This is an optimization exercise on Yosys and OpenROAD, whose aim is small area, a short achievable clock period and few clock cycles, not a production implementation. Where RTL was checked, it was by simulation tests only, not by an equivalence proof against the original. Only the layout flow was run in runs 2, 3 and 5 to 7; the RTL was not checked for function there. Power figures rest on the tool's default switching activity, not on a simulated workload.

## flow/config.mk

```make
export PLATFORM = sky130hd
export DESIGN_NAME = bmp_row_to_rgb565_blend_top
export DESIGN_NICKNAME = bmp_row_to_rgb565_blend_top
export VERILOG_FILES = /design/flow/design.v
export SDC_FILE = /design/flow/constraint.sdc
export NUM_CORES = 4
export LEC_CHECK = 0
export CAP_MARGIN = 20
export CORE_MARGIN = 2
export CORE_UTILIZATION = 40
export SETUP_SLACK_MARGIN = 5
export SLEW_MARGIN = 20
```

## flow/constraint.sdc

```tcl
create_clock -name core_clock -period 8.0 [get_ports {aclk}]
set_input_delay 1.6000 -clock core_clock [delete_from_list [all_inputs] [get_ports {aclk}]]
set_output_delay 1.6000 -clock core_clock [all_outputs]
set_load 0.01 [all_outputs]
```

## flow/design.v

```verilog
package bmpb_pkg;
    localparam logic [1:0] FMT_RGB565 = 2'd0;
    localparam logic [1:0] FMT_BGR24  = 2'd1;
    localparam logic [1:0] CFG_PIXEL_FORMAT  = 2'd0;
    localparam logic [1:0] CFG_IMAGE_WIDTH   = 2'd1;
    localparam logic [1:0] CFG_DISPLAY_WIDTH = 2'd2;
    localparam logic [1:0] CFG_BACKGROUND    = 2'd3;
    localparam logic [1:0]  RESET_FORMAT        = FMT_BGR24;
    localparam logic [11:0] RESET_IMAGE_WIDTH   = 12'd320;
    localparam logic [11:0] RESET_DISPLAY_WIDTH = 12'd320;
    localparam logic [15:0] RESET_BACKGROUND    = 16'h0000;
    localparam logic [1:0] PH_SKIP = 2'd0;
    localparam logic [1:0] PH_KEEP = 2'd1;
    localparam logic [1:0] PH_REST = 2'd2;
    localparam logic [1:0] PH_PAD  = 2'd3;
    localparam int unsigned QUEUE_DEPTH = 2;
    localparam int unsigned QUEUE_PTR_W = 2;
endpackage
module bmp_row_to_rgb565_blend_top (
    input  logic         aclk,
    input  logic         aresetn,
    input  logic         cfg_valid,
    output logic         cfg_ready,
    input  logic [1:0]   cfg_index,
    input  logic [15:0]  cfg_data,
    input  logic         s_valid,
    output logic         s_ready,
    input  logic [7:0]   s_data_byte,
    output logic         m_valid,
    input  logic         m_ready,
    output logic [15:0]  m_pixel_rgb565,
    output logic         m_row_last
);
    localparam int unsigned D = bmpb_pkg::QUEUE_DEPTH;
    logic [1:0]  fmt;
    logic [11:0] iw, dw;
    logic [15:0] bg;
    assign cfg_ready = 1'b1;
    always_ff @(posedge aclk) begin
        if (!aresetn) begin
            fmt <= bmpb_pkg::RESET_FORMAT;
            iw  <= bmpb_pkg::RESET_IMAGE_WIDTH;
            dw  <= bmpb_pkg::RESET_DISPLAY_WIDTH;
            bg  <= bmpb_pkg::RESET_BACKGROUND;
        end else if (cfg_valid) begin
            case (cfg_index)
                bmpb_pkg::CFG_PIXEL_FORMAT:  fmt <= cfg_data[1:0];
                bmpb_pkg::CFG_IMAGE_WIDTH:   iw  <= cfg_data[11:0];
                bmpb_pkg::CFG_DISPLAY_WIDTH: dw  <= cfg_data[11:0];
                default:                     bg  <= cfg_data;
            endcase
        end
    end
    logic f565, f24;
    logic [1:0] lastb;               
    assign f565  = (fmt == bmpb_pkg::FMT_RGB565);
    assign f24   = (fmt == bmpb_pkg::FMT_BGR24);
    assign lastb = f565 ? 2'd1 : (f24 ? 2'd2 : 2'd3);
    logic [11:0] ediff, st, kp;
    logic [1:0]  pd;
    logic        pd_nz;
    logic        gt_r, st_nz_r, kp_nz_r, odd_r, iw_nz_r;
    assign ediff = iw - dw;
    assign st    = {1'b0, ediff[11:1]};
    assign kp    = gt_r ? dw : iw;
    assign pd    = f565 ? {iw[0], 1'b0} : (f24 ? iw[1:0] : 2'd0);
    assign pd_nz = (pd != 2'd0);
    always_ff @(posedge aclk) begin
        gt_r    <= (iw > dw);
        st_nz_r <= (iw > dw) && (ediff[11:1] != 11'd0);
        kp_nz_r <= (iw > dw) ? (dw != 12'd0) : (iw != 12'd0);
        odd_r   <= (iw > dw) && ediff[0];
        iw_nz_r <= (iw != 12'd0);
    end
    logic        fresh;              
    logic [1:0]  ph;
    logic [11:0] cnt, cnt_dec;
    logic [1:0]  bip;                
    logic        cnt_end, at_last, pad_end, cvis, accept, emit, emitdir, emitbl;
    logic        s_ready_r;
    assign cnt_dec[0] = !cnt[0];
    for (genvar i = 1; i < 12; i++) begin : g_dec
        assign cnt_dec[i] = cnt[i] ^ !(|cnt[i-1:0]);
    end
    assign cnt_end = (cnt[11:1] == 11'd0)
                   && (cnt[0] ^ (ph == bmpb_pkg::PH_REST && odd_r));
    assign at_last = (bip == lastb);
    assign pad_end = (bip == pd - 2'd1);
    assign cvis    = !fresh && (ph == bmpb_pkg::PH_KEEP) && at_last;
    assign s_ready = s_ready_r;
    assign accept  = s_valid && s_ready_r;
    assign emit    = accept && cvis;
    assign emitdir = emit && !fmt[1];
    assign emitbl  = emit && fmt[1];
    logic        fresh_n;
    logic [1:0]  ph_n;
    logic [11:0] cnt_n;
    logic [1:0]  bip_n;
    always_comb begin
        fresh_n = fresh;
        ph_n    = ph;
        cnt_n   = cnt;
        bip_n   = bip;
        if (accept) begin
            if (fresh) begin
                if (iw_nz_r) begin
                    fresh_n = 1'b0;
                    bip_n   = 2'd1;
                    if (st_nz_r) begin
                        ph_n  = bmpb_pkg::PH_SKIP;
                        cnt_n = st;
                    end else if (kp_nz_r) begin
                        ph_n  = bmpb_pkg::PH_KEEP;
                        cnt_n = kp;
                    end else begin
                        ph_n  = bmpb_pkg::PH_REST;
                        cnt_n = st;
                    end
                end
            end else if (ph == bmpb_pkg::PH_PAD) begin
                if (pad_end) begin
                    fresh_n = 1'b1;
                    bip_n   = 2'd0;
                end else begin
                    bip_n   = bip + 2'd1;
                end
            end else if (!at_last) begin
                bip_n = bip + 2'd1;
            end else begin
                bip_n = 2'd0;
                cnt_n = cnt_dec;
                if (cnt_end) begin
                    case (ph)
                        bmpb_pkg::PH_SKIP: begin
                            if (kp_nz_r) begin
                                ph_n  = bmpb_pkg::PH_KEEP;
                                cnt_n = kp;
                            end else begin
                                ph_n  = bmpb_pkg::PH_REST;
                                cnt_n = st;
                            end
                        end
                        bmpb_pkg::PH_KEEP: begin
                            if (gt_r) begin
                                ph_n  = bmpb_pkg::PH_REST;
                                cnt_n = st;
                            end else if (pd_nz) begin
                                ph_n  = bmpb_pkg::PH_PAD;
                            end else begin
                                fresh_n = 1'b1;
                            end
                        end
                        default: begin
                            if (pd_nz) ph_n    = bmpb_pkg::PH_PAD;
                            else       fresh_n = 1'b1;
                        end
                    endcase
                end
            end
        end
    end
    always_ff @(posedge aclk) begin
        if (!aresetn) begin
            fresh <= 1'b1;
            ph    <= bmpb_pkg::PH_SKIP;
            cnt   <= 12'd0;
            bip   <= 2'd0;
        end else begin
            fresh <= fresh_n;
            ph    <= ph_n;
            cnt   <= cnt_n;
            bip   <= bip_n;
        end
    end
    logic [7:0] hb, hg, hr, ha;
    logic [9:0] ha3;
    logic       hl;
    always_ff @(posedge aclk) begin
        if (accept && bip == 2'd0) hb <= s_data_byte;
        if (accept && bip == 2'd1) hg <= s_data_byte;
        if (accept && bip == 2'd2) hr <= s_data_byte;
        if (emit) begin
            ha  <= s_data_byte;
            ha3 <= {2'b00, s_data_byte} + {1'b0, s_data_byte, 1'b0};
            hl  <= cnt_end;
        end
    end
    logic [1:0] seq;                 
    logic       v0b, v0g, v0r;
    logic [7:0] c0, k0, d0;
    logic [8:0] df0;
    logic       s0;
    assign v0b = emitbl;
    assign v0g = (seq == 2'd1);
    assign v0r = (seq == 2'd2);
    always_ff @(posedge aclk) begin
        if (!aresetn) seq <= 2'd0;
        else          seq <= v0b ? 2'd1 : (v0g ? 2'd2 : 2'd0);
    end
    always_comb begin
        if (v0g) begin
            c0 = hg;
            k0 = {bg[10:5], 2'b00};
        end else if (v0r) begin
            c0 = hr;
            k0 = {bg[15:11], 3'b000};
        end else begin
            c0 = hb;
            k0 = {bg[4:0], 3'b000};
        end
        df0 = {1'b0, c0} - {1'b0, k0};
        s0  = df0[8];
        d0  = s0 ? (8'd0 - df0[7:0]) : df0[7:0];
    end
    logic       t1b, t1g, t1r, s1;
    logic [7:0] d1;
    logic       t2b, t2g, t2r, s2;
    logic [11:0] x2, y2;
    logic       t3b, t3g, t3r, s3, c3;
    logic [7:0] ph3;
    always_ff @(posedge aclk) begin
        if (!aresetn) begin
            {t1b, t1g, t1r} <= 3'b000;
            {t2b, t2g, t2r} <= 3'b000;
            {t3b, t3g, t3r} <= 3'b000;
        end else begin
            {t1b, t1g, t1r} <= {v0b, v0g, v0r};
            {t2b, t2g, t2r} <= {t1b, t1g, t1r};
            {t3b, t3g, t3r} <= {t2b, t2g, t2r};
        end
    end
    logic [9:0]  pp [4];
    logic [11:0] x1, y1;
    always_comb begin
        for (int j = 0; j < 4; j++) begin
            case (d1[2*j +: 2])
                2'd0:    pp[j] = 10'd0;
                2'd1:    pp[j] = {2'b00, ha};
                2'd2:    pp[j] = {1'b0, ha, 1'b0};
                default: pp[j] = ha3;
            endcase
        end
        x1 = {2'd0, pp[0]} + {pp[1], 2'd0};
        y1 = {2'd0, pp[2]} + {pp[3], 2'd0};
    end
    logic [15:0] p2;
    logic [8:0]  lowsum;
    assign p2     = {4'd0, x2} + {y2, 4'd0};
    assign lowsum = {1'b0, p2[7:0]} + {1'b0, p2[15:8]} + 9'd1;
    always_ff @(posedge aclk) begin
        s1  <= s0;
        d1  <= d0;
        s2  <= s1;
        x2  <= x1;
        y2  <= y1;
        s3  <= s2;
        ph3 <= p2[15:8];
        c3  <= lowsum[8];
    end
    logic [7:0] k3, res, xr;
    always_comb begin
        if (t3g)      k3 = {bg[10:5], 2'b00};
        else if (t3r) k3 = {bg[15:11], 3'b000};
        else          k3 = {bg[4:0], 3'b000};
        xr  = ph3 ^ {8{s3}};
        res = k3 + xr + {7'd0, c3 ^ s3};
    end
    logic [15:0] qpix [D];
    logic        qlst [D];
    logic [D-1:0] vld, used;
    logic        commit, pop;
    logic [15:0] wd;
    logic        wl;
    logic cdir, wr_b, wr_g, wr_r;
    always_ff @(posedge aclk) begin
        if (!aresetn) cdir <= 1'b0;
        else          cdir <= emitdir;
    end
    assign wr_b   = cdir || t3b;
    assign wr_g   = cdir || t3g;
    assign wr_r   = cdir || t3r;
    assign commit = cdir || t3r;
    assign wd[4:0]   = fmt[1] ? res[7:3] : (f565 ? hb[4:0] : hb[7:3]);
    assign wd[10:5]  = fmt[1] ? res[7:2] : (f565 ? {hg[2:0], hb[7:5]} : hg[7:2]);
    assign wd[15:11] = fmt[1] ? res[7:3] : (f565 ? hg[7:3] : hr[7:3]);
    assign wl     = hl;
    assign pop    = vld[0] && m_ready;
    always_ff @(posedge aclk) begin
        for (int i = 0; i < D; i++) begin
            logic wsel;
            if (pop) wsel = vld[i] && (i == D-1 || !vld[(i+1) % D]);
            else     wsel = (i == 0 || vld[(i+D-1) % D]) && !vld[i];
            if (pop && i < D-1) begin
                qpix[i] <= qpix[(i+1) % D];
                qlst[i] <= qlst[(i+1) % D];
            end
            if (wr_b && wsel) begin
                qpix[i][4:0] <= wd[4:0];
                qlst[i]      <= wl;
            end
            if (wr_g && wsel) qpix[i][10:5]  <= wd[10:5];
            if (wr_r && wsel) qpix[i][15:11] <= wd[15:11];
        end
    end
    logic [D-1:0] vld_n, used_n;
    always_comb begin
        vld_n = vld;
        if (commit && !pop)      vld_n = {vld[D-2:0], 1'b1};
        else if (!commit && pop) vld_n = {1'b0, vld[D-1:1]};
        used_n = used;
        if (emit && !pop)        used_n = {used[D-2:0], 1'b1};
        else if (!emit && pop)   used_n = {1'b0, used[D-1:1]};
    end
    logic cvis_acc, cvis_n, full_n;
    always_comb begin
        if (fresh) cvis_acc = iw_nz_r && !st_nz_r && kp_nz_r && f565;
        else       cvis_acc = (ph == bmpb_pkg::PH_KEEP) && !at_last
                           && (bip + 2'd1 == lastb);
        cvis_n = accept ? cvis_acc : cvis;
        case ({emit, pop})
            2'b10:   full_n = used[D-2];
            2'b01:   full_n = 1'b0;
            default: full_n = used[D-1];
        endcase
    end
    always_ff @(posedge aclk) begin
        if (!aresetn) begin
            vld       <= '0;
            used      <= '0;
            s_ready_r <= 1'b0;
        end else begin
            vld       <= vld_n;
            used      <= used_n;
            s_ready_r <= !cfg_valid && !(cvis_n && full_n);
        end
    end
    assign m_valid        = vld[0];
    assign m_pixel_rgb565 = qpix[0];
    assign m_row_last     = qlst[0];
endmodule
```

## flow/flow/run.sh

```bash
#!/bin/bash
set -euo pipefail
MARGIN=5.3
sed -e "s/SETUP_SLACK_MARGIN=[0-9.]*/SETUP_SLACK_MARGIN=${MARGIN}/" standard.sh > standard_tight.sh
grep -q "SETUP_SLACK_MARGIN=${MARGIN}" standard_tight.sh
export BUFFER_PORTS_ARGS="-buffer_cell sky130_fd_sc_hd__buf_1"
bash standard_tight.sh > flow_make.log 2>&1
test -s out/final.def
```

## flow/standard.sh

```bash
#!/bin/bash
# synth_recipe.tcl (not shown) runs the flow's synth.tcl, then flattens the netlist and writes it again
# the make line also repeats each setting of config.mk as NAME=value (left out here)
make -C /OpenROAD-flow-scripts/flow DESIGN_CONFIG=/design/flow/config.mk WORK_HOME=/design/flow/orfs CLKGATE_MAP_FILE= SYNTH_SCRIPT=/design/flow/synth_recipe.tcl "${@:-finish}"
```

==> flow_summary.toml, run 1 <==
[power_and_ir_drop]
vdd_drop_max_v = 0.000134
powerDensity_nw_per_um2 = 221
p_leak_nw = 5.16

[setup_path]
cp_top_family = "compound AO/OA/AOI/OAI gates"
path_buf_inv = 1
critPathCaptureType = "flip-flop"
reg2regPathDepth = 14
critical_path_required_ns = 8.33
cp_max_fo = 2
crit_top_cell = "a21o_1"
worstSetupPathType = "reg -> reg"
cpPeakStageDelay_ns = 0.34
worstPathArrival_ns = 3.06
cp-start-kind = "flip-flop"
cp.depth = 14
worst_path_max_delay_cell = "dfxtp_2"
crit_chain = "ha_1 > a21o_1 > a21oi_2 > o21bai_2 > a211oi_2 > o41ai_2 > buf_4 > nand2_2 > xnor2_2 > ha_1 > a21o_1 > a21o_1 > a21oi_1 > o21ai_1"

[floorplanning]
start_util = 0.406
fp.coreArea_sq_um = 28800
die_w_um = 175
die-area_sq_um = 30600
row_count = 62
io_pins = 51
die_h_um = 175

[cells_and_area]
final_nets = 1414
final_cells = 1700
diodes = 0
final_cell_mix = "143 x nand2_1, 108 x dfxtp_1, 102 x a21oi_1"
mostFrequentLayoutCell = "nand2_1"
drive_gt1_frac = 0.159
area_delta_synth_final_pct = 14.1

[clock_network]
cts_buffers = 17
cts_tree = "yes"
root_buffer = "clkbuf_16"
htree_levels = 4
clockBufferDepth = 2
cts.sinks = 200
clkTransAtPathRegs_ns = 0.08
worstSkewPairLatency_ns = 0.44

[run_status]
status = "finished clean"

[synth]
synth-async-reset-ratio = 0
yosys-top-cells-area = "dfxtp_1 21%, edfxtp_1 20%, ha_1 7.9%"
synth.distinct_cells = 80
netlist.area_leader.share = 0.212
yosysWarnings = 4
avgSynthCellArea_sq_um = 9.32
yosysTopAreaCell = "dfxtp_1"
syn-cell-area_sq_um = 11700
synth_edf_count = 76
synth_ff_type = "dfxtp_1"
synth_cells = 1255
seq_area_frac_synth = 0.408
ys_seq_elements = 200
syn-num-nets = 1366

[placed_design]
dp_cells = 1636
hpwl_um = 22400
gp_congestion = 0.862
place_ws_ns = 4.51
port_buffers = 49

[grt]
grt_start_max_net_pins = 51
grt_pass1_vias = 8885
grt_pass1_wl_um = 47800
grt-ovfl-total = 0
antenna_found_initial = 0
grt_usage = 0.197

[route]
first_iter_violations = 723
drc = 0
vias = 9409
avgRoutedWirePerCell_um = 17.9
drt_pass1_iterations = 5
routed_via_density = 5.53
routed_wirelength_um = 30500
ant_nets = 0

[sta]
fmax_mhz = 366
tns_ns = 0
finalSetupViolations = 0
finClkSkew_ns = 0.0146
hold_viol = 0
slew_violations = 0
tightestPinTransition_ns = 0.977
finalCriticalPeriod_ns = 2.73
fin_ws_ns = 5.27
period_share = 0.341
maxSlewHeadroom = 0.348
holdWs_ns = 0.332
rsz0062_at_grt = "yes"

[hold_path]
min_path_cells = 0
min_path_type = "reg -> reg"

[job]
drv_cap = 0
## per-stage QoR
step | utilization | total power, mW | cell area, sq um
2_1_floorplan | - | 1.80 | 11800
4_1_cts | 0.452 | 2.90 | 13000
3_3_place_gp | 0.425 | 1.97 | 12200
3_5_place_dp | 0.425 | 1.99 | 12200
6_report | 0.464 | 2.94 | 13300
5_1_grt | 0.464 | 3.10 | 13300
## final timing paths
| check | startpoint | endpoint | slack, ns |
|---|---|---|---|
| worst max-delay path | x2[5]$_DFF_P_ | c3$_DFF_P_ | 5.27 |
| worst min-delay path | s2$_DFF_P_ | s3$_DFF_P_ | 0.33 |
| worst max register to register | x2[5]$_DFF_P_ | c3$_DFF_P_ | 5.27 |
| worst min register to register | s2$_DFF_P_ | s3$_DFF_P_ | 0.33 |
## routing by layer
layer  GRT usage  vias to the layer above  part of all wire
li1            -                     4622                 -
met1       0.261                     4495              0.45
met2       0.335                      259              0.49
met3      0.0337                       33             0.046
met4      0.0503                        0             0.017
met5           0                        -                 0
## cell usage after synthesis (all sizes together) (22+ instances only)
library cell / instances
xor2: 22
a22o: 28
inv: 58
nor2: 84
clkbuf: 47
nand3: 24
nand2: 146
o21ai: 59
mux2: 46
nor2b: 27
xnor2: 44
ha: 74
mux2i: 34
a21oi: 116
edfxtp: 76
dfxtp: 124
## flip-flops by register name, indices dropped and copies added, names as in the netlist, 7 cells and up
register  cells
iw           12
ha3          10
hg            8
d1            8
x2           12
y2           12
ph3           8
cnt          12
ha            7
bg           16
hb            8
hr            8
dw           12
qpix         32
## power breakdown
| group | total [mW] | internal (mW) | leakage [nW] | switching, mW |
|---|---|---|---|---|
| combinational | 0.836 | 0.382 | 3.16 | 0.454 |
| clock | 0.882 | 0.449 | 0.290 | 0.432 |
| sequential | 1.22 | 1.14 | 1.71 | 0.0823 |
| total | 2.94 | 1.97 | 5.16 | 0.969 |
## layout make-up
type / count / area (sq um)
multi-input combinational: 938 / 6730
timing repair buffer: 87 / 508
fill: 2769 / 15400
inverter: 59 / 221
tap: 384 / 480
clock inverter: 15 / 174
sequential: 200 / 4800
clock buffer: 17 / 425
## repair_timing
action	4_1_cts	5_1_grt
gates resized for setup	45	51
setup endpoints to repair	46	46
pin swaps	11	21
cloned	1	0
hold buffers	0	0
buffers inserted	9	22
## cells by family (layout without fill, tap and decap cells)
group | count (synthesis) | in the layout | synth area share
XOR/XNOR | 66 | 66 | 0.0494
flip-flops | 200 | 200 | 0.408
other | 1 | 1 | 0.000321
AO/OA/AOI/OAI | 326 | 326 | 0.183
multiplexers | 80 | 80 | 0.0734
AND/OR/NAND/NOR | 384 | 385 | 0.157
adder cells (fa/ha/maj) | 80 | 80 | 0.0895
buffers and inverters | 118 | 178 | 0.0394
Testbench counts, summed over its fixed seeds: cycles 149,051.
==> inputs of run 2 (changes only) <==
--- a/flow/design.v
+++ b/flow/design.v
@@ -273,8 +273,5 @@
     logic        wl;
     logic cdir, wr_b, wr_g, wr_r;
-    always_ff @(posedge aclk) begin
-        if (!aresetn) cdir <= 1'b0;
-        else          cdir <= emitdir;
-    end
+    assign cdir = emitdir;
     assign wr_b   = cdir || t3b;
     assign wr_g   = cdir || t3g;
@@ -282,7 +279,7 @@
     assign commit = cdir || t3r;
     assign wd[4:0]   = fmt[1] ? res[7:3] : (f565 ? hb[4:0] : hb[7:3]);
-    assign wd[10:5]  = fmt[1] ? res[7:2] : (f565 ? {hg[2:0], hb[7:5]} : hg[7:2]);
-    assign wd[15:11] = fmt[1] ? res[7:3] : (f565 ? hg[7:3] : hr[7:3]);
-    assign wl     = hl;
+    assign wd[10:5]  = fmt[1] ? res[7:2] : (f565 ? {s_data_byte[2:0], hb[7:5]} : hg[7:2]);
+    assign wd[15:11] = fmt[1] ? res[7:3] : (f565 ? s_data_byte[7:3] : s_data_byte[7:3]);
+    assign wl     = cdir ? cnt_end : hl;
     assign pop    = vld[0] && m_ready;
     always_ff @(posedge aclk) begin
==> flow/run.sh (new file) <==
#!/bin/bash
# synth_recipe.tcl (not shown) runs the flow's synth.tcl, then flattens the netlist and writes it again
# the make line also repeats each setting of config.mk as NAME=value (left out here)
make -C /OpenROAD-flow-scripts/flow DESIGN_CONFIG=/design/flow/config.mk WORK_HOME=/design/flow/orfs CLKGATE_MAP_FILE= SYNTH_SCRIPT=/design/flow/synth_recipe.tcl finish
removed: flow/flow/run.sh
removed: flow/standard.sh
==> flow_summary.toml, run 2 <==
[run_status]
status = "finished clean"

[cells_and_area]
nFillCells = 2759
fin_area_sq_um = 13300
drive_gt1_frac = 0.129
seq_area_sq_um = 4780
area_delta_synth_final_pct = 14.9
reg.largest.list = "qpix (32), bg (16)"
final_core_utilization = 0.464
multi_input_area_sq_um = 6580
final_cell_mix = "141 x nand2_1, 109 x dfxtp_1, 104 x a21oi_1"
largest_register = "qpix"
largest_reg_flops = 32
diodes = 0
mostFrequentLayoutCell = "nand2_1"
final_nets = 1373

[clock_network]
cts.sinks = 199
clockBufferDepth = 2
root_buffer = "clkbuf_16"
cts_buffers = 17
worstSkewPairLatency_ns = 0.44
cts_tree = "yes"
htree_levels = 4
clkTransAtPathRegs_ns = 0.07
cts_hold_buf = 0

[placed_design]
port_buffers = 49
placed_cell_area_sq_um = 12400
gp_congestion = 0.878
hpwl_um = 22000

[power_and_ir_drop]
powerDensity_nw_per_um2 = 216
vdd_drop_max_v = 0.000148
p_leak_nw = 5.17

[route]
drt_pass1_iterations = 6
ant_nets = 0
avgRoutedWirePerCell_um = 17.6
first_iter_violations = 754
vias = 9145
routed_wirelength_um = 29200
drc = 0
routed_via_density = 5.51

[sta]
slew_violations = 0
finalCriticalPeriod_ns = 2.94
holdWs_ns = 0.337
tightestPinTransition_ns = 1.06
period_share = 0.368
fmax_mhz = 340
finalSetupViolations = 0
tns_ns = 0
maxSlewHeadroom = 0.294
hold_viol = 0
finClkSkew_ns = 0.0123
rsz0062_at_grt = "no"

[synth]
synth_compound_gate_area_share = 0.172
synth.area.mux_share = 0.0805
seq_area_frac_synth = 0.411
netlist.area_leader.share = 0.213
synthXorXnorAreaFrac = 0.0524
syn-num-nets = 1343
synth_cells = 1232
ys_top_cells_by_count = "141 x nand2_1, 123 x dfxtp_1, 110 x a21oi_1, 80 x nor2_1, 76 x edfxtp_1"
yosysMostFrequentCell = "nand2_1"
yosysTopAreaCell = "dfxtp_1"
synth-async-reset-ratio = 0
yosysWarnings = 4
synth_ff_type = "dfxtp_1"
ys_seq_elements = 199
synth-simple-area-share = 0.157
yosys-top-cells-area = "dfxtp_1 21%, edfxtp_1 20%, ha_1 8.0%"
synth_top_family_by_area = "compound AO/OA/AOI/OAI gates"
synthAdderAreaFrac = 0.0906
avgSynthCellArea_sq_um = 9.37
synth.distinct_cells = 66
syn-cell-area_sq_um = 11500
synth_edf_count = 76

[setup_path]
worstPathArrival_ns = 3.11
cp_max_fo = 7
critical_path_required_ns = 8.17
cp-start-kind = "input pin"
critPathCaptureType = "flip-flop"
worstSetupPathType = "in -> reg"

[grt]
met3_usage = 0.0296
grt-ovfl-total = 0
grt_usage = 0.193
grt_pass1_vias = 8678
grt.met1_usage = 0.269
met2_usage = 0.314
antenna_found_initial = 0
grt_most_used_layer = "met2"
grt_pass1_wl_um = 46800
grt_start_max_net_pins = 55

[floorplanning]
io_pins = 51
die_w_um = 174
fp.coreArea_sq_um = 28500
row_count = 62
die_h_um = 174
start_util = 0.404
die-area_sq_um = 30200

[hold_path]
min_path_type = "reg -> reg"

[job]
drv_cap = 0
==> run 2: cell count changes after synthesis, moves of 6 or more <==
cell      before  now
xnor2_1       44   36
a211oi_1      21   14
xor2_1        22   33
inv_1         57   51
mux2i_1       34   41
o21a_1         2   10
==> run 2: cells by family after synthesis <==
family          count (synthesis)
flops                         199
fa+ha+maj                      80
buf+inv                       110
compound gates                308
simple gates                  378
xor+xnor                       69
mux                            87
other cells                     1
==> run 2: layout make-up <==
type,count,share of cell area
repair buffers,68,0.0478
multi-input cells,924,0.497
well taps,384,0.0362
flip-flops and latches,199,0.361
clock inverters,14,0.0116
clock buffers,18,0.0324
inverters,52,0.0149
==> run 2: path summary, 6_finish.rpt <==
path / cells after the start / slack (ns) / start / end
min reg2reg: 0 / 0.34 / s2$_DFF_P_ / s3$_DFF_P_
min: 0 / 0.34 / s2$_DFF_P_ / s3$_DFF_P_
max: 8 / 5.06 / s_data_byte[4] / ha3[8]$_DFFE_PP_
max reg2reg: 10 / 5.16 / iw[0]$_SDFFE_PN0P_ / st_nz_r$_DFF_P_
==> run 2: power breakdown <==
part | internal, mW | switching (mW) | leakage (nW)
Combinational | 0.365 | 0.442 | 3.18
Sequential | 1.14 | 0.0784 | 1.70
Clock | 0.420 | 0.425 | 0.282
==> run 2: repair_timing <==
| item | CTS | global route |
|---|---|---|
| pin swaps | 5 | 10 |
| gates resized for setup | 38 | 41 |
| endpoints found under the setup margin | 90 | 75 |
| cloned | 0 | 1 |
| setup buffers | 5 | 10 |
==> run 2: stage by stage <==
stage | cells | setup WS [ns] | total power, mW
finish | 1659 | 5.06 | 2.87
global route | 1659 | 4.99 | 3.03
CTS | 1648 | 5.00 | 2.86
detailed placement | 1611 | 4.18 | 2.01
global placement | 1611 | 4.23 | 2.01
floorplan | 1232 | 5.00 | 1.81
==> run 2: routing by layer <==
layer | share of wire | vias to the layer above
met5 | 0 | -
met2 | 0.47 | 226
met3 | 0.042 | 25
met4 | 0.014 | 0
li1 | - | 4499
met1 | 0.47 | 4395
==> run 2: critical path, cell delays in order <==
cell and delay [ns]:
dlygate4sd2_1 0.46, ha_1 0.34, inv_1 0.09, o21bai_1 0.08, a21o_1 0.17, a21oi_1 0.12
o21bai_1 0.09, xor2_1 0.14
==> inputs of run 3 (changes only) <==
==> flow/flow/run.sh (new file) <==
#!/bin/bash
set -euo pipefail
MARGIN=5.3
sed -e "s/SETUP_SLACK_MARGIN=[0-9.]*/SETUP_SLACK_MARGIN=${MARGIN}/" standard.sh > standard_tight.sh
grep -q "SETUP_SLACK_MARGIN=${MARGIN}" standard_tight.sh
export BUFFER_PORTS_ARGS="-buffer_cell sky130_fd_sc_hd__buf_2"
bash standard_tight.sh > flow_make.log 2>&1
test -s out/final.def
==> flow/standard.sh (new file) <==
#!/bin/bash
# synth_recipe.tcl (not shown) runs the flow's synth.tcl, then flattens the netlist and writes it again
# the make line also repeats each setting of config.mk as NAME=value (left out here)
make -C /OpenROAD-flow-scripts/flow DESIGN_CONFIG=/design/flow/config.mk WORK_HOME=/design/flow/orfs CLKGATE_MAP_FILE= SYNTH_SCRIPT=/design/flow/synth_recipe.tcl "${@:-finish}"
removed: flow/run.sh
==> flow_summary.toml, run 3 <==
[power_and_ir_drop]
p_sw_mw = 0.961
clock_power_share = 0.304
p_comb_frac = 0.300
internal_power_mw = 2.11
swShare = 0.313
vdd_drop_max_v = 0.000141
pwr-share-seq = 0.396
p_leak_nw = 5.43
powerDensity_nw_per_um2 = 223

[placed_design]
port_buffers = 49
hpwl_um = 22300
gp_congestion = 0.863

[cells_and_area]
largest_register = "qpix"
final_cell_mix = "139 x nand2_1, 101 x dfxtp_1, 92 x a21oi_1"
reg.largest.list = "qpix (32), bg (16)"
drive_gt1_frac = 0.227
area_delta_synth_final_pct = 19.1
mostFrequentLayoutCell = "nand2_1"
final_nets = 1415
largest_reg_flops = 32

[clock_network]
cts.sinks = 199
cts_buffers = 17
worstSkewPairLatency_ns = 0.44
cts_hold_buf = 0
clockBufferDepth = 2
clkTransAtPathRegs_ns = 0.07
cts_tree = "yes"
htree_levels = 4
root_buffer = "clkbuf_16"

[synth]
avgSynthCellArea_sq_um = 9.37
yosysMostFrequentCell = "nand2_1"
synth_cells = 1232
ys_seq_elements = 199
syn-cell-area_sq_um = 11500
synth_ff_type = "dfxtp_1"
synth.distinct_cells = 66
netlist.area_leader.share = 0.213
yosysWarnings = 4
synth-async-reset-ratio = 0
yosysTopAreaCell = "dfxtp_1"
yosys-top-cells-area = "dfxtp_1 21%, edfxtp_1 20%, ha_1 8.0%"
seq_area_frac_synth = 0.411
ys_top_cells_by_count = "141 x nand2_1, 123 x dfxtp_1, 110 x a21oi_1, 80 x nor2_1, 76 x edfxtp_1"
synth_edf_count = 76
syn-num-nets = 1343

[setup_path]
r2r_end = "c3$_DFF_P_"
crit_start = "x2[4]$_DFF_P_"
path_buf_inv = 0
critPathCaptureType = "flip-flop"
cp_top_family = "compound AO/OA/AOI/OAI gates"
worstPathArrival_ns = 3.12
crit_chain = "ha_4 > fa_2 > a21o_1 > a21oi_2 > nor2b_1 > o21ai_1 > a211o_1 > nor2_2 > xor2_2 > ha_1 > a21o_1 > a21oi_2 > o21a_1 > a31oi_1"
cpPeakStageDelay_ns = 0.33
worst_path_max_delay_cell = "dfxtp_1"
cp_max_fo = 2
timing.rr.start = "x2[4]$_DFF_P_"
r2r_slack_ns = 5.19
worstSetupPathType = "reg -> reg"
reg2regPathDepth = 14
critical_path_required_ns = 8.32
cp-start-kind = "flip-flop"

[grt]
grt_pass1_wl_um = 48400
grt_start_max_net_pins = 55
antenna_found_initial = 1
grt_pass1_vias = 8909
grt-ovfl-total = 0
grt_usage = 0.203

[hold_path]
hold_path_end = "s3$_DFF_P_"
min_from = "s2$_DFF_P_"
min_path_type = "reg -> reg"
min_path_cells = 0

[sta]
slew_violations = 0
period_share = 0.351
finalSetupViolations = 0
hold_viol = 0
holdWs_ns = 0.329
rsz0062_at_grt = "yes"
tns_ns = 0
finClkSkew_ns = 0.0134
maxSlewHeadroom = 0.318
finalCriticalPeriod_ns = 2.81
tightestPinTransition_ns = 1.02
fmax_mhz = 356

[route]
vias = 9225
drt_pass1_iterations = 6
routed_wirelength_um = 30900
drc = 0
first_iter_violations = 646
avgRoutedWirePerCell_um = 18.2
routed_via_density = 5.42
ant_nets = 0

[floorplanning]
die-area_sq_um = 30200
io_pins = 51
start_util = 0.404
fp.coreArea_sq_um = 28500
die_h_um = 174
die_w_um = 174
row_count = 62

[job]
drv_cap = 0

[run_status]
status = "finished clean"
==> run 3: power by group through the flow <==
stage / combinational, mW / sequential [mW] / clock [mW]
floorplan: 0.625 / 1.19 / 0
global placement: 0.778 / 1.24 / 0
detailed placement: 0.786 / 1.24 / 0
CTS: 0.878 / 1.22 / 0.945
global route: 1.01 / 1.23 / 0.983
finish: 0.920 / 1.22 / 0.932
==> run 3: what timing repair did <==
action | CTS | global route
pin swaps | 27 | 38
buffers inserted | 35 | 20
setup endpoints to repair | 66 | 66
resized for setup | 57 | 62
gates cloned | 2 | 1
==> run 3: kinds of logic after synthesis <==
logic type | Yosys count | share of synthesized area
xor gates and xnor gates | 69 | 0.0524
adders and majority gates | 80 | 0.0906
muxes | 87 | 0.0805
other | 1 | 0.000325
and+or+nand+nor | 378 | 0.157
DFF | 199 | 0.411
AOI/OAI and AO/OA | 308 | 0.172
buffers and inverters | 110 | 0.0363
==> run 3: routing by layer <==
layer	track usage	share of wire
met1	0.277	0.47
met4	0.0539	0.017
met2	0.335	0.47
met3	0.0316	0.040
met5	0	0
==> run 3: through the flow <==
stage               cell area, sq um  worst slack, ns  power [mW]  utilization  std cells
floorplan                      11800             5.02        1.82            -       1232
global placement               12300             4.70        2.01        0.429       1611
detailed placement             12300             4.66        2.02        0.429       1611
CTS                            13400             5.24        3.04        0.468       1680
global route                   13700             5.08        3.23        0.481       1702
finish                         13700             5.19        3.07        0.481       1702
==> run 3: how the worst max path moves through the flow <==
stage | endpoint | slack [ns] | depth (start not counted)
floorplan | cnt[5]$_SDFFE_PN0P_ | 5.02 | 9
global placement | ha3[7]$_DFFE_PP_ | 4.70 | 10
detailed placement | ph[1]$_SDFFE_PN0P_ | 4.66 | 8
CTS | st_nz_r$_DFF_P_ | 5.24 | 10
global route | c3$_DFF_P_ | 5.08 | 14
finish | c3$_DFF_P_ | 5.19 | 14
==> run 3: cell type report <==
type / instances / area (sq um)
repair buffers: 109 / 785
clock inverters: 9 / 110
flip-flops and latches: 199 / 4790
clock buffers: 23 / 543
diodes: 1 / 2.50
inverters: 52 / 201
fillers: 2752 / 14800
well taps: 384 / 480
multi-input cells: 925 / 6830
==> inputs of run 4 (changes only) <==
--- a/flow/design.v
+++ b/flow/design.v
@@ -186,16 +186,12 @@
         end
     end
-    logic [1:0] seq;                 
     logic       v0b, v0g, v0r;
+    logic       t1b, t1g, t1r, s1;
     logic [7:0] c0, k0, d0;
     logic [8:0] df0;
     logic       s0;
     assign v0b = emitbl;
-    assign v0g = (seq == 2'd1);
-    assign v0r = (seq == 2'd2);
-    always_ff @(posedge aclk) begin
-        if (!aresetn) seq <= 2'd0;
-        else          seq <= v0b ? 2'd1 : (v0g ? 2'd2 : 2'd0);
-    end
+    assign v0g = t1b;
+    assign v0r = t1g;
     always_comb begin
         if (v0g) begin
@@ -213,5 +209,4 @@
         d0  = s0 ? (8'd0 - df0[7:0]) : df0[7:0];
     end
-    logic       t1b, t1g, t1r, s1;
     logic [7:0] d1;
     logic       t2b, t2g, t2r, s2;
==> flow_summary.toml, run 4 <==
[sta]
fmax_mhz = 361
maxSlewHeadroom = 0.346
slew_violations = 0
hold_viol = 0
finalCriticalPeriod_ns = 2.77
rsz0062_at_grt = "yes"
period_share = 0.346
finClkSkew_ns = 0.0155
finalSetupViolations = 0
tightestPinTransition_ns = 0.977
tns_ns = 0

[synth]
synth-async-reset-ratio = 0
yosysMostFrequentCell = "nand2_1"
avgSynthCellArea_sq_um = 9.38
yosysTopAreaCell = "dfxtp_1"
syn-num-nets = 1345
syn-cell-area_sq_um = 11600
synth_ff_type = "dfxtp_1"
seq_area_frac_synth = 0.401
netlist.area_leader.share = 0.204
ys_top_cells_by_count = "158 x nand2_1, 118 x dfxtp_1, 78 x nor2_1, 76 x edfxtp_1, 74 x ha_1"
synth.distinct_cells = 79
yosys-top-cells-area = "dfxtp_1 20%, edfxtp_1 20%, ha_1 8.0%"
synth_edf_count = 76
yosysWarnings = 4
ys_seq_elements = 194
synth_cells = 1234

[floorplanning]
die_h_um = 174
die-area_sq_um = 30300
start_util = 0.404
io_pins = 51
fp.coreArea_sq_um = 28600
row_count = 62
die_w_um = 174

[clock_network]
htree_levels = 4
worstSkewPairLatency_ns = 0.44
cts.sinks = 194
clockBufferDepth = 2
clkTransAtPathRegs_ns = 0.07
cts_tree = "yes"
root_buffer = "clkbuf_16"
cts_hold_buf = 0
cts_buffers = 17

[route]
wl_met3_um = 1090
route.met2.wl_um = 14500
vias = 9086
drt_pass1_iterations = 5
avgRoutedWirePerCell_um = 17.8
wl_met1_um = 14000
drc = 0
routed_via_density = 5.39
first_iter_violations = 609
ant_nets = 0
routed_wirelength_um = 30100
highest_layer = "met4"

[cells_and_area]
final_core_utilization = 0.472
final_cell_mix = "156 x nand2_1, 98 x dfxtp_1, 76 x edfxtp_1"
largest_register = "qpix"
drive_gt1_frac = 0.210
reg.largest.list = "qpix (32), bg (16)"
final_nets = 1401
mostFrequentLayoutCell = "nand2_1"
nFillCells = 2685
area_delta_synth_final_pct = 16.7
largest_reg_flops = 32
final_cells = 1687
diodes = 0

[grt]
grt_usage = 0.194
grt-ovfl-total = 0
antenna_found_initial = 0
grt_start_max_net_pins = 74
grt_pass1_vias = 8667
grt_pass1_wl_um = 46800

[setup_path]
reg2regPathDepth = 15
critPathCaptureType = "flip-flop"
worstSetupPathType = "reg -> reg"
critical_path_required_ns = 8.33
worstPathArrival_ns = 3.10
cp-start-kind = "flip-flop"
cp_max_fo = 2

[power_and_ir_drop]
vdd_drop_max_v = 0.000146
powerDensity_nw_per_um2 = 213
p_leak_nw = 5.33
finalPower_mw = 2.88

[placed_design]
port_buffers = 49
hpwl_um = 21900
gp_congestion = 0.869
dp_cells = 1613

[hold_path]
min_path_cells = 0
min_path_type = "reg -> reg"

[job]
drv_cap = 0

[run_status]
status = "finished clean"
## run 4: routing by layer
layer,GRT usage,vias up
met4,0.0501,0
met2,0.325,200
met5,0,-
met1,0.263,4334
li1,-,4521
met3,0.0302,31
## run 4: cell families after synthesis
group                      Yosys count  share of synthesized area
and+or+nand+nor                    392                      0.160
AOI/OAI and AO/OA                  295                      0.177
DFF                                194                      0.401
buffers and inverters              118                     0.0398
muxes                               84                     0.0775
adders and majority gates           80                     0.0904
xor gates and xnor gates            70                     0.0530
other                                1                   0.000324
## run 4: final timing paths
path	start	endpoint	slack, ns
hold / removal	s2$_DFF_P_	s3$_DFF_P_	0.32
hold reg to reg	s2$_DFF_P_	s3$_DFF_P_	0.32
setup reg to reg	y2[0]$_DFF_P_	c3$_DFF_P_	5.23
setup / recovery	y2[0]$_DFF_P_	c3$_DFF_P_	5.23
## run 4: worst max-delay path: stages, from the launching register on
cell	delay, ns
dfxtp_2	0.35
ha_4	0.14
inv_2	0.04
fa_2	0.34
nor2b_2	0.15
o21ai_2	0.07
a21boi_2	0.16
o21ai_2	0.08
a21oi_2	0.18
nand3_2	0.14
xnor2_4	0.23
ha_4	0.23
nor2b_1	0.12
o21ai_1	0.12
o21ai_1	0.08
a211o_1	0.23
## run 4: cell type report
class | instances | area [sq um] | share of cell area
clock buffers | 19 | 433 | 0.0321
clock inverters | 13 | 121 | 0.00899
inverters | 61 | 235 | 0.0174
multi-input cells | 923 | 6900 | 0.511
flip-flops and latches | 194 | 4690 | 0.348
well taps | 384 | 480 | 0.0356
repair buffers | 93 | 633 | 0.0469
## run 4: through the flow
step | hold slack (ns) | worst slack, ns | instance area [sq um]
after floorplan | 0.310 | 4.90 | 11700
after global placement | 0.311 | 4.54 | 12200
after detailed placement | 0.312 | 4.50 | 12200
after CTS | 0.317 | 5.05 | 13100
after global routing | 0.327 | 5.09 | 13500
final | 0.318 | 5.23 | 13500
## run 4: where the power goes
group | switching, mW | internal, mW
Sequential | 0.0732 | 1.11
Combinational | 0.480 | 0.408
Clock | 0.399 | 0.410
## run 4: timing repair
| item | CTS | global route |
|---|---|---|
| endpoints found under the setup margin | 92 | 51 |
| pin swaps | 22 | 41 |
| resized for setup | 55 | 61 |
| setup buffers | 17 | 24 |
| gates cloned | 1 | 0 |
Testbench counts of run 4, summed over its fixed seeds: cycles 148,106.
==> inputs of run 5 (changes only) <==
--- a/flow/design.v
+++ b/flow/design.v
@@ -163,13 +163,11 @@
         if (!aresetn) begin
             fresh <= 1'b1;
-            ph    <= bmpb_pkg::PH_SKIP;
-            cnt   <= 12'd0;
             bip   <= 2'd0;
         end else begin
             fresh <= fresh_n;
-            ph    <= ph_n;
-            cnt   <= cnt_n;
             bip   <= bip_n;
         end
+        ph  <= ph_n;
+        cnt <= cnt_n;
     end
     logic [7:0] hb, hg, hr, ha;
@@ -186,12 +184,16 @@
         end
     end
+    logic [1:0] seq;                 
     logic       v0b, v0g, v0r;
-    logic       t1b, t1g, t1r, s1;
     logic [7:0] c0, k0, d0;
     logic [8:0] df0;
     logic       s0;
     assign v0b = emitbl;
-    assign v0g = t1b;
-    assign v0r = t1g;
+    assign v0g = (seq == 2'd1);
+    assign v0r = (seq == 2'd2);
+    always_ff @(posedge aclk) begin
+        if (!aresetn) seq <= 2'd0;
+        else          seq <= v0b ? 2'd1 : (v0g ? 2'd2 : 2'd0);
+    end
     always_comb begin
         if (v0g) begin
@@ -209,4 +211,5 @@
         d0  = s0 ? (8'd0 - df0[7:0]) : df0[7:0];
     end
+    logic       t1b, t1g, t1r, s1;
     logic [7:0] d1;
     logic       t2b, t2g, t2r, s2;
@@ -253,12 +256,13 @@
         c3  <= lowsum[8];
     end
-    logic [7:0] k3, res, xr;
-    always_comb begin
-        if (t3g)      k3 = {bg[10:5], 2'b00};
-        else if (t3r) k3 = {bg[15:11], 3'b000};
-        else          k3 = {bg[4:0], 3'b000};
-        xr  = ph3 ^ {8{s3}};
-        res = k3 + xr + {7'd0, c3 ^ s3};
-    end
+    logic [7:0] xr;
+    logic       cin;
+    logic [4:0] k5, sum5;
+    logic [5:0] sum6;
+    assign xr   = ph3 ^ {8{s3}};
+    assign cin  = c3 ^ s3;
+    assign k5   = t3r ? bg[15:11] : bg[4:0];
+    assign sum5 = k5 + xr[7:3] + {4'd0, cin & (&xr[2:0])};
+    assign sum6 = bg[10:5] + xr[7:2] + {5'd0, cin & (&xr[1:0])};
     logic [15:0] qpix [D];
     logic        qlst [D];
@@ -268,13 +272,16 @@
     logic        wl;
     logic cdir, wr_b, wr_g, wr_r;
-    assign cdir = emitdir;
+    always_ff @(posedge aclk) begin
+        if (!aresetn) cdir <= 1'b0;
+        else          cdir <= emitdir;
+    end
     assign wr_b   = cdir || t3b;
     assign wr_g   = cdir || t3g;
     assign wr_r   = cdir || t3r;
     assign commit = cdir || t3r;
-    assign wd[4:0]   = fmt[1] ? res[7:3] : (f565 ? hb[4:0] : hb[7:3]);
-    assign wd[10:5]  = fmt[1] ? res[7:2] : (f565 ? {s_data_byte[2:0], hb[7:5]} : hg[7:2]);
-    assign wd[15:11] = fmt[1] ? res[7:3] : (f565 ? s_data_byte[7:3] : s_data_byte[7:3]);
-    assign wl     = cdir ? cnt_end : hl;
+    assign wd[4:0]   = fmt[1] ? sum5 : (f565 ? hb[4:0] : hb[7:3]);
+    assign wd[10:5]  = fmt[1] ? sum6 : (f565 ? {hg[2:0], hb[7:5]} : hg[7:2]);
+    assign wd[15:11] = fmt[1] ? sum5 : (f565 ? hg[7:3] : hr[7:3]);
+    assign wl     = hl;
     assign pop    = vld[0] && m_ready;
     always_ff @(posedge aclk) begin
==> flow_summary.toml, run 5 <==
[cells_and_area]
final_core_utilization = 0.473
largest_reg_flops = 32
largest_register = "qpix"
final_nets = 1372
drive_gt1_frac = 0.215
diodes = 0
area_delta_synth_final_pct = 16.5
mostFrequentLayoutCell = "nand2_1"
final_cell_mix = "130 x nand2_1, 91 x dfxtp_1, 90 x a21oi_1, 90 x edfxtp_1, 81 x nor2_1"
fin_area_sq_um = 13600
reg.largest.list = "qpix (32), bg (16)"

[power_and_ir_drop]
vdd_drop_max_v = 0.000107
finalPower_mw = 2.93
powerDensity_nw_per_um2 = 216
p_leak_nw = 5.48

[setup_path]
cp-start-kind = "flip-flop"
critical_path_required_ns = 8.32
reg2regPathDepth = 13
worstPathArrival_ns = 3.11
r2r_slack_ns = 5.20
r2r_end = "c3$_DFF_P_"
timing.rr.start = "x2[4]$_DFF_P_"
cp-endpoint = "c3$_DFF_P_"
cp_max_fo = 2
crit_start = "x2[4]$_DFF_P_"
critPathCaptureType = "flip-flop"
worstSetupPathType = "reg -> reg"

[placed_design]
placed_cell_area_sq_um = 12300
place_ws_ns = 4.68
hpwl_um = 21800
gp_congestion = 0.862
port_buffers = 49

[floorplanning]
die_h_um = 175
die_w_um = 175
fp.coreArea_sq_um = 28700
row_count = 62
io_pins = 51
start_util = 0.406
die-area_sq_um = 30500

[synth]
synth.distinct_cells = 73
synth_cells = 1194
netlist.area_leader.share = 0.232
seq_area_frac_synth = 0.421
ys_seq_elements = 200
synth-async-reset-ratio = 0
avgSynthCellArea_sq_um = 9.76
yosysMostFrequentCell = "nand2_1"
yosysTopAreaCell = "edfxtp_1"
yosysWarnings = 4
yosys-top-cells-area = "edfxtp_1 23%, dfxtp_1 19%, ha_1 8.2%"
syn-cell-area_sq_um = 11700
synth_ff_type = "dfxtp_1"
synth_edf_count = 90
ys_top_cells_by_count = "132 x nand2_1, 110 x dfxtp_1, 102 x a21oi_1, 90 x edfxtp_1, 84 x nor2_1"
syn-num-nets = 1311

[clock_network]
clkTransAtPathRegs_ns = 0.07
htree_levels = 4
cts_tree = "yes"
clockBufferDepth = 2
root_buffer = "clkbuf_16"
cts.sinks = 200
worstSkewPairLatency_ns = 0.44
cts_buffers = 17

[route]
routed_via_density = 5.42
routed_wirelength_um = 29700
vias = 8960
drt_pass1_iterations = 5
first_iter_violations = 764
avgRoutedWirePerCell_um = 18.0
drc = 0
ant_nets = 0

[sta]
slew_violations = 0
finalCriticalPeriod_ns = 2.80
maxSlewHeadroom = 0.308
finalSetupViolations = 0
hold_viol = 0
rsz0062_at_grt = "yes"
fmax_mhz = 357
tns_ns = 0
tightestPinTransition_ns = 1.03
finClkSkew_ns = 0.0180
fin_ws_ns = 5.20
period_share = 0.350

[grt]
grt_pass1_wl_um = 46600
grt-ovfl-total = 0
grt_pass1_vias = 8436
grt_usage = 0.194
antenna_found_initial = 0
grt_start_max_net_pins = 44

[hold_path]
min_path_type = "reg -> reg"

[run_status]
status = "finished clean"

[job]
drv_cap = 0
## run 5: cell types whose count changed after synthesis, moves of 14 or more
cell      previous run  this run
a21oi_1             63       102
nand2_1            158       132
edfxtp_1            76        90
a21boi_0            41         6
## run 5: cell families after synthesis
group,synth area share
adders and majority gates,0.0988
and+or+nand+nor,0.138
xor gates and xnor gates,0.0576
muxes,0.0854
AOI/OAI and AO/OA,0.164
other,0.000322
buffers and inverters,0.0358
DFF,0.421
## run 5: final cells by class
type,instances,area (sq um)
Sequential cell,200,4950
Timing Repair Buffer,92,596
Multi-Input combinational cell,892,6770
Fill cell,2703,15100
Clock inverter,13,134
Inverter,52,210
Tap cell,384,480
Clock buffer,19,443
## run 5: report_power, final
group          total (mW)  leakage (nW)  switching (mW)  internal, mW
registers            1.24          1.73          0.0797          1.16
clock network       0.850         0.282           0.425         0.424
logic               0.844          3.47           0.463         0.381
total                2.93          5.48           0.968          1.96
## run 5: how the worst min path moves through the flow
stage	to	cells past startpoint	start	slack (ns)
after global placement	s3$_DFF_P_	0	s2$_DFF_P_	0.31
final	s3$_DFF_P_	0	s2$_DFF_P_	0.33
after global routing	s3$_DFF_P_	0	s2$_DFF_P_	0.34
after floorplan	s2$_DFF_P_	0	s1$_DFF_P_	0.31
after detailed placement	s3$_DFF_P_	0	s2$_DFF_P_	0.31
after CTS	s3$_DFF_P_	0	s2$_DFF_P_	0.33
## run 5: worst max-delay path: stages, from the launching register on
cell and delay [ns]:
dfxtp_2 0.33, ha_4 0.15, fa_2 0.33, a21o_1 0.17, a21oi_2 0.15, nor2b_1 0.07
o21a_1 0.18, o41a_1 0.37, xor2_2 0.18, ha_2 0.19, a21o_1 0.17, a21o_1 0.16
a21oi_1 0.14, o21ai_1 0.08
## run 5: what timing repair did
action                                  4_1_cts  5_1_grt
cloned                                        1        0
hold buffers                                  0        0
buffers inserted                             22       18
resized for setup                            63       57
endpoints found under the setup margin       49       46
pin swaps                                    20       27
## run 5: per-layer routing
metal  global-route usage  wire, um  up-vias
li1                     -         -     4425
met1                0.284     14700     4243
met2                0.300     13100      249
met3               0.0285      1430       43
met4               0.0524       445        0
met5                    0         0        -
## run 5: stage by stage
step,std cells,hold WS [ns]
4_1_cts,1634,0.325
3_3_place_gp,1579,0.313
2_1_floorplan,1194,0.310
5_1_grt,1652,0.342
6_report,1652,0.333
3_5_place_dp,1579,0.312
==> inputs of run 6 (changes only) <==
--- a/flow/design.v
+++ b/flow/design.v
@@ -209,5 +209,5 @@
         df0 = {1'b0, c0} - {1'b0, k0};
         s0  = df0[8];
-        d0  = s0 ? (8'd0 - df0[7:0]) : df0[7:0];
+        d0  = s0 ? (k0 - c0) : df0[7:0];
     end
     logic       t1b, t1g, t1r, s1;
==> flow_summary.toml, run 6 <==
[sta]
period_share = 0.371
maxSlewHeadroom = 0.418
rsz0062_at_grt = "yes"
finalCriticalPeriod_ns = 2.97
finalSetupViolations = 0
fmax_mhz = 337
tightestPinTransition_ns = 0.870
tns_ns = 0
finClkSkew_ns = 0.0197
hold_viol = 0
fin_ws_ns = 5.03
slew_violations = 0

[hold_path]
min_path_cells = 0
hold_path_end = "s2$_DFF_P_"
min_path_type = "reg -> reg"
min_from = "s1$_DFF_P_"

[setup_path]
r2r_slack_ns = 5.03
reg2regPathDepth = 14
r2r_end = "c3$_DFF_P_"
critical_path_required_ns = 8.33
cp-start-kind = "flip-flop"
critPathCaptureType = "flip-flop"
worstPathArrival_ns = 3.30
cp_max_fo = 2
timing.rr.start = "y2[0]$_DFF_P_"
worstSetupPathType = "reg -> reg"

[synth]
yosysMostFrequentCell = "nand2_1"
synth_ff_type = "dfxtp_1"
synth_edf_count = 90
ys_seq_elements = 200
syn-cell-area_sq_um = 11600
seq_area_frac_synth = 0.422
synth.distinct_cells = 72
synth_cells = 1177
synth-async-reset-ratio = 0
yosysTopAreaCell = "edfxtp_1"
yosysWarnings = 4
syn-num-nets = 1299
ys_top_cells_by_count = "137 x nand2_1, 110 x dfxtp_1, 98 x a21oi_1, 90 x edfxtp_1, 81 x ha_1"
avgSynthCellArea_sq_um = 9.86
netlist.area_leader.share = 0.233
yosys-top-cells-area = "edfxtp_1 23%, dfxtp_1 19%, ha_1 8.7%"

[route]
ant_nets = 0
routed_wirelength_um = 30100
drc = 0
drt_pass1_iterations = 5
vias = 8965
routed_via_density = 5.43
avgRoutedWirePerCell_um = 18.3
first_iter_violations = 726

[job]
drv_cap = 0

[cells_and_area]
largest_register = "qpix"
drive_gt1_frac = 0.235
final_core_utilization = 0.479
final_cell_mix = "136 x nand2_1, 95 x dfxtp_1, 90 x edfxtp_1"
final_nets = 1375
area_delta_synth_final_pct = 18.2
largest_reg_flops = 32
mostFrequentLayoutCell = "nand2_1"
reg.largest.list = "qpix (32), bg (16)"
diodes = 0

[grt]
grt_pass1_vias = 8428
antenna_found_initial = 0
grt_start_max_net_pins = 44
grt_usage = 0.194
grt-ovfl-total = 0
grt_pass1_wl_um = 46400

[placed_design]
port_buffers = 49
place_ws_ns = 4.56
hpwl_um = 22000
gp_congestion = 0.864

[floorplanning]
io_pins = 51
die-area_sq_um = 30400
die_h_um = 174
start_util = 0.406
die_w_um = 174
fp.coreArea_sq_um = 28600
row_count = 62

[clock_network]
cts_tree = "yes"
clockBufferDepth = 2
cts_buffers = 17
htree_levels = 4
cts.sinks = 200
root_buffer = "clkbuf_16"
clkTransAtPathRegs_ns = 0.08
worstSkewPairLatency_ns = 0.45

[power_and_ir_drop]
p_leak_nw = 5.57
vdd_drop_max_v = 0.000129
powerDensity_nw_per_um2 = 216

[run_status]
status = "finished clean"
## run 6: cells by family after synthesis
family | synth area share
and+or+nand+nor | 0.130
AOI/OAI and AO/OA | 0.176
DFF | 0.422
buffers and inverters | 0.0342
adders and majority gates | 0.105
muxes | 0.0762
xor gates and xnor gates | 0.0563
other | 0.000323
## run 6: through the flow
stage / std cells / total power, mW / hold slack, ns / area [sq um]
after floorplan: 1177 / 1.82 / 0.310 / 11800
after global placement: 1564 / 1.99 / 0.326 / 12300
after detailed placement: 1564 / 2.00 / 0.320 / 12300
after CTS: 1615 / 2.94 / 0.339 / 13300
after global routing: 1650 / 3.13 / 0.346 / 13700
final: 1650 / 2.96 / 0.338 / 13700
## run 6: area by class of cell
| cell class | instances | area (sq um) |
|---|---|---|
| repair buffers | 104 | 702 |
| well taps | 384 | 480 |
| clock inverters | 15 | 174 |
| clock buffers | 17 | 425 |
| inverters | 52 | 200 |
| fillers | 2638 | 14900 |
| flip-flops and latches | 200 | 4940 |
| multi-input cells | 878 | 6790 |
## run 6: timing repair
action,4_1_cts,5_1_grt
hold buffers,0,0
pin swaps,24,30
endpoints found under the setup margin,48,36
resized for setup,55,56
cloned,0,3
setup buffers,19,32
## run 6: worst max-delay path, cell delays in order (launching register included)
cell,delay (ns)
dfxtp_2,0.34
ha_4,0.16
fa_2,0.34
a21o_1,0.20
a21oi_2,0.15
nor2b_1,0.06
o21a_1,0.22
o41ai_4,0.28
nor2_2,0.09
xor2_2,0.20
ha_1,0.32
a21o_1,0.19
a21oi_2,0.14
o21a_1,0.14
a31oi_1,0.04
## run 6: worst max path at each step
stage	from	to	slack (ns)	cells past startpoint
detailed placement	seq[0]$_SDFF_PN0_	d1[7]$_DFF_P_	4.56	10
finish	y2[0]$_DFF_P_	c3$_DFF_P_	5.03	14
floorplan	s_data_byte[1]	ha3[8]$_DFFE_PP_	5.01	8
global route	y2[0]$_DFF_P_	c3$_DFF_P_	4.82	14
CTS	y2[0]$_DFF_P_	c3$_DFF_P_	5.02	14
global placement	seq[0]$_SDFF_PN0_	d1[7]$_DFF_P_	4.64	10
## run 6: metal layers
layer	vias up	wire length, um	GRT usage
met1	4292	14700	0.282
met3	26	1460	0.0295
met4	0	387	0.0469
met5	-	0	0
li1	4401	-	-
met2	246	13600	0.304
## run 6: power by group
part	total, mW	internal (mW)	switching, mW
registers	1.23	1.15	0.0746
logic	0.856	0.400	0.456
clock network	0.872	0.424	0.448
==> inputs of run 7 (changes only) <==
--- a/flow/design.v
+++ b/flow/design.v
@@ -209,5 +209,5 @@
         df0 = {1'b0, c0} - {1'b0, k0};
         s0  = df0[8];
-        d0  = s0 ? (k0 - c0) : df0[7:0];
+        d0  = s0 ? (8'd0 - df0[7:0]) : df0[7:0];
     end
     logic       t1b, t1g, t1r, s1;
@@ -272,8 +272,5 @@
     logic        wl;
     logic cdir, wr_b, wr_g, wr_r;
-    always_ff @(posedge aclk) begin
-        if (!aresetn) cdir <= 1'b0;
-        else          cdir <= emitdir;
-    end
+    assign cdir = emitdir;
     assign wr_b   = cdir || t3b;
     assign wr_g   = cdir || t3g;
@@ -281,7 +278,7 @@
     assign commit = cdir || t3r;
     assign wd[4:0]   = fmt[1] ? sum5 : (f565 ? hb[4:0] : hb[7:3]);
-    assign wd[10:5]  = fmt[1] ? sum6 : (f565 ? {hg[2:0], hb[7:5]} : hg[7:2]);
-    assign wd[15:11] = fmt[1] ? sum5 : (f565 ? hg[7:3] : hr[7:3]);
-    assign wl     = hl;
+    assign wd[10:5]  = fmt[1] ? sum6 : (f565 ? {s_data_byte[2:0], hb[7:5]} : hg[7:2]);
+    assign wd[15:11] = fmt[1] ? sum5 : s_data_byte[7:3];
+    assign wl     = fmt[1] ? hl : cnt_end;
     assign pop    = vld[0] && m_ready;
     always_ff @(posedge aclk) begin
==> flow_summary.toml, run 7 <==
[clock_network]
worstSkewPairLatency_ns = 0.44
root_buffer = "clkbuf_16"
cts_buffers = 17
htree_levels = 4
clockBufferDepth = 2
cts_hold_buf = 0
cts_tree = "yes"
cts.sinks = 199
clkTransAtPathRegs_ns = 0.07

[sta]
holdWs_ns = 0.344
finalSetupViolations = 0
fmax_mhz = 359
period_share = 0.348
finalCriticalPeriod_ns = 2.78
maxSlewHeadroom = 0.333
tightestPinTransition_ns = 1.00
rsz0062_at_grt = "yes"
slew_violations = 0
hold_viol = 0
tns_ns = 0
finClkSkew_ns = 0.0141

[synth]
synthXorXnorAreaFrac = 0.0495
yosysMostFrequentCell = "nand2_1"
seq_area_frac_synth = 0.412
syn-cell-area_sq_um = 11900
synth_ff_type = "dfxtp_1"
synth_edf_count = 90
synth_compound_gate_area_share = 0.164
avgSynthCellArea_sq_um = 9.60
synth-simple-area-share = 0.148
netlist.area_leader.share = 0.228
synth.area.mux_share = 0.0876
synthAdderAreaFrac = 0.0970
synth_top_family_by_area = "compound AO/OA/AOI/OAI gates"
syn-num-nets = 1353
yosysTopAreaCell = "edfxtp_1"
synth-async-reset-ratio = 0
synth.distinct_cells = 79
yosys-top-cells-area = "edfxtp_1 23%, dfxtp_1 18%, ha_1 8.0%"
yosysWarnings = 4
synth_cells = 1236
ys_seq_elements = 199
ys_top_cells_by_count = "141 x nand2_1, 109 x dfxtp_1, 97 x a21oi_1, 90 x edfxtp_1, 76 x ha_1"

[grt]
grt_pass1_wl_um = 47300
grt_usage = 0.195
grt-ovfl-total = 0
grt_pass1_vias = 8710
grt_start_max_net_pins = 46
antenna_found_initial = 0

[floorplanning]
io_pins = 51
start_util = 0.404
die_h_um = 176
die_w_um = 176
row_count = 63
fp.coreArea_sq_um = 29400
die-area_sq_um = 31100

[cells_and_area]
final_cells = 1700
largest_reg_flops = 32
drive_gt1_frac = 0.214
largest_register = "qpix"
final_cell_mix = "138 x nand2_1, 94 x dfxtp_1, 90 x edfxtp_1"
area_delta_synth_final_pct = 16.9
diodes = 0
final_nets = 1414
reg.largest.list = "qpix (32), bg (16)"
mostFrequentLayoutCell = "nand2_1"

[setup_path]
critPathCaptureType = "flip-flop"
reg2regPathDepth = 10
timing.rr.start = "s3$_DFF_P_"
r2r_slack_ns = 5.32
r2r_end = "qpix[0][4]$_DFFE_PP_"
cp_max_fo = 3
worst_path_max_delay_cell = "o41a_1"
cpPeakStageDelay_ns = 0.32
worstPathArrival_ns = 2.96
cp-start-kind = "input pin"
worstSetupPathType = "in -> reg"
critical_path_required_ns = 8.18
crit_chain = "buf_12 > ha_4 > a21o_1 > a21oi_2 > nor2b_1 > o21a_1 > o41a_1 > xor2_1"

[route]
routed_via_density = 5.44
vias = 9255
first_iter_violations = 680
routed_wirelength_um = 30100
ant_nets = 0
drt_pass1_iterations = 6
avgRoutedWirePerCell_um = 17.7
drc = 0

[placed_design]
gp_congestion = 0.888
dp_cells = 1627
port_buffers = 49
hpwl_um = 22600

[hold_path]
min_path_cells = 0
hold_path_end = "s3$_DFF_P_"
min_path_type = "reg -> reg"
min_from = "s2$_DFF_P_"

[power_and_ir_drop]
vdd_drop_max_v = 0.000141
p_leak_nw = 5.53
powerDensity_nw_per_um2 = 213

[job]
drv_cap = 0

[run_status]
status = "finished clean"
run 7: changes by cell type after synthesis, sizes merged, moves of 6 or more:
cell	delta
o21ai	+16
a211oi	+6
mux2i	+8
nand3	+6
xor2	-13
o21a	-6
a21o	-9
nor3	+11
xnor2	+8
mux2	+6
inv	+18
o22a	-7
nand2	+6
run 7: what timing repair did:
item                       in CTS  in global routing
setup endpoints to repair      77                 69
buffers inserted               22                 19
pin swaps                      15                 19
resized for setup              65                 59
run 7: worst max-delay path: cells and delay by family:
kind,cells,cell delay (ns)
compound gates,4,0.81
fa+ha+maj,1,0.22
xor+xnor,1,0.14
buf+inv,1,0.11
simple gates,1,0.06
run 7: metrics by stage:
step / instance area [sq um] / setup slack (ns) / power [mW] / util
detailed placement: 12500 / 4.48 / 2.01 / 0.427
global route: 13900 / 5.17 / 3.13 / 0.472
CTS: 13500 / 5.21 / 2.93 / 0.459
finish: 13900 / 5.22 / 2.96 / 0.472
global placement: 12500 / 4.51 / 2.00 / 0.427
floorplan: 12000 / 4.72 / 1.80 / -
run 7: worst max path at each step:
stage                         from                     to  slack (ns)
floorplan                  s_valid   s_ready_r$_SDFF_PN0_        4.72
global route         x2[4]$_DFF_P_             c3$_DFF_P_        5.17
global placement           s_valid  qpix[0][14]$_DFFE_PP_        4.51
detailed placement         s_valid  qpix[0][14]$_DFFE_PP_        4.48
finish              s_data_byte[1]       ha3[8]$_DFFE_PP_        5.22
CTS                  d1[4]$_DFF_P_         y2[10]$_DFF_P_        5.21
run 7: cell type report:
type | instances | area [sq um]
clock inverters | 10 | 91.3
repair buffers | 94 | 653
multi-input cells | 916 | 6930
well taps | 390 | 488
fillers | 2773 | 15500
flip-flops and latches | 199 | 4920
clock buffers | 22 | 518
inverters | 69 | 272
run 7: layer usage:
layer / track usage / wire, um / up-vias
li1: - / - / 4565
met1: 0.286 / 14800 / 4440
met2: 0.300 / 13400 / 223
met3: 0.0325 / 1580 / 27
met4: 0.0489 / 352 / 0
met5: 0 / 0 / -
run 7: power breakdown:
group	internal, mW	switching [mW]	leakage [nW]	total, mW
sequential	1.15	0.0864	1.72	1.24
clock	0.475	0.403	0.305	0.877
combinational	0.383	0.464	3.51	0.847
run 7: cell families after synthesis:
| kind of cell | count (synthesis) |
|---|---|
| buffers and inverters | 121 |
| xor gates and xnor gates | 67 |
| muxes | 96 |
| adders and majority gates | 86 |
| and+or+nand+nor | 365 |
| DFF | 199 |
| other | 1 |
| AOI/OAI and AO/OA | 301 |

==> afterwards: timing with drivers on the ports <==
How much do the figures lean on ideal ports? The routed layouts below were timed once more, with nothing changed but the port constraints. Step 1 assumes that a clkbuf_16 drives the clock port and a buf_2 every other input. Step 2 adds t to the input delays and takes it off the output delays; t is the mean of the earliest and latest rising clock arrival at the registers after step 1. Input paths then give back, and output paths get back, about the clock's delay inside the block. a / b / c = ideal ports / drivers / drivers and shift; a / b = the first two.
run	shift t [ns]	setup slack, ns	worst setup path after step 2	pins driven straight from the clock port
run 1	0.476	5.270 / 5.270 / 4.820	input to register	1
run 2	0.477	5.059 / 5.014 / 4.601	input to register	1
run 3	0.481	5.195 / 5.195 / 4.798	input to register	1
run 4	0.477	5.229 / 5.229 / 4.777	input to register	1
run 5	0.482	5.202 / 5.202 / 4.810	input to register	1
run 6	0.489	5.035 / 5.035 / 4.804	input to register	1
run 7	0.483	5.218 / 5.184 / 4.701	input to register	1
After both steps every run listed still meets setup and hold. For run 7, which loses most, drivers alone change the setup slack by -0.034 ns; drivers and shift together by -0.517 ns.
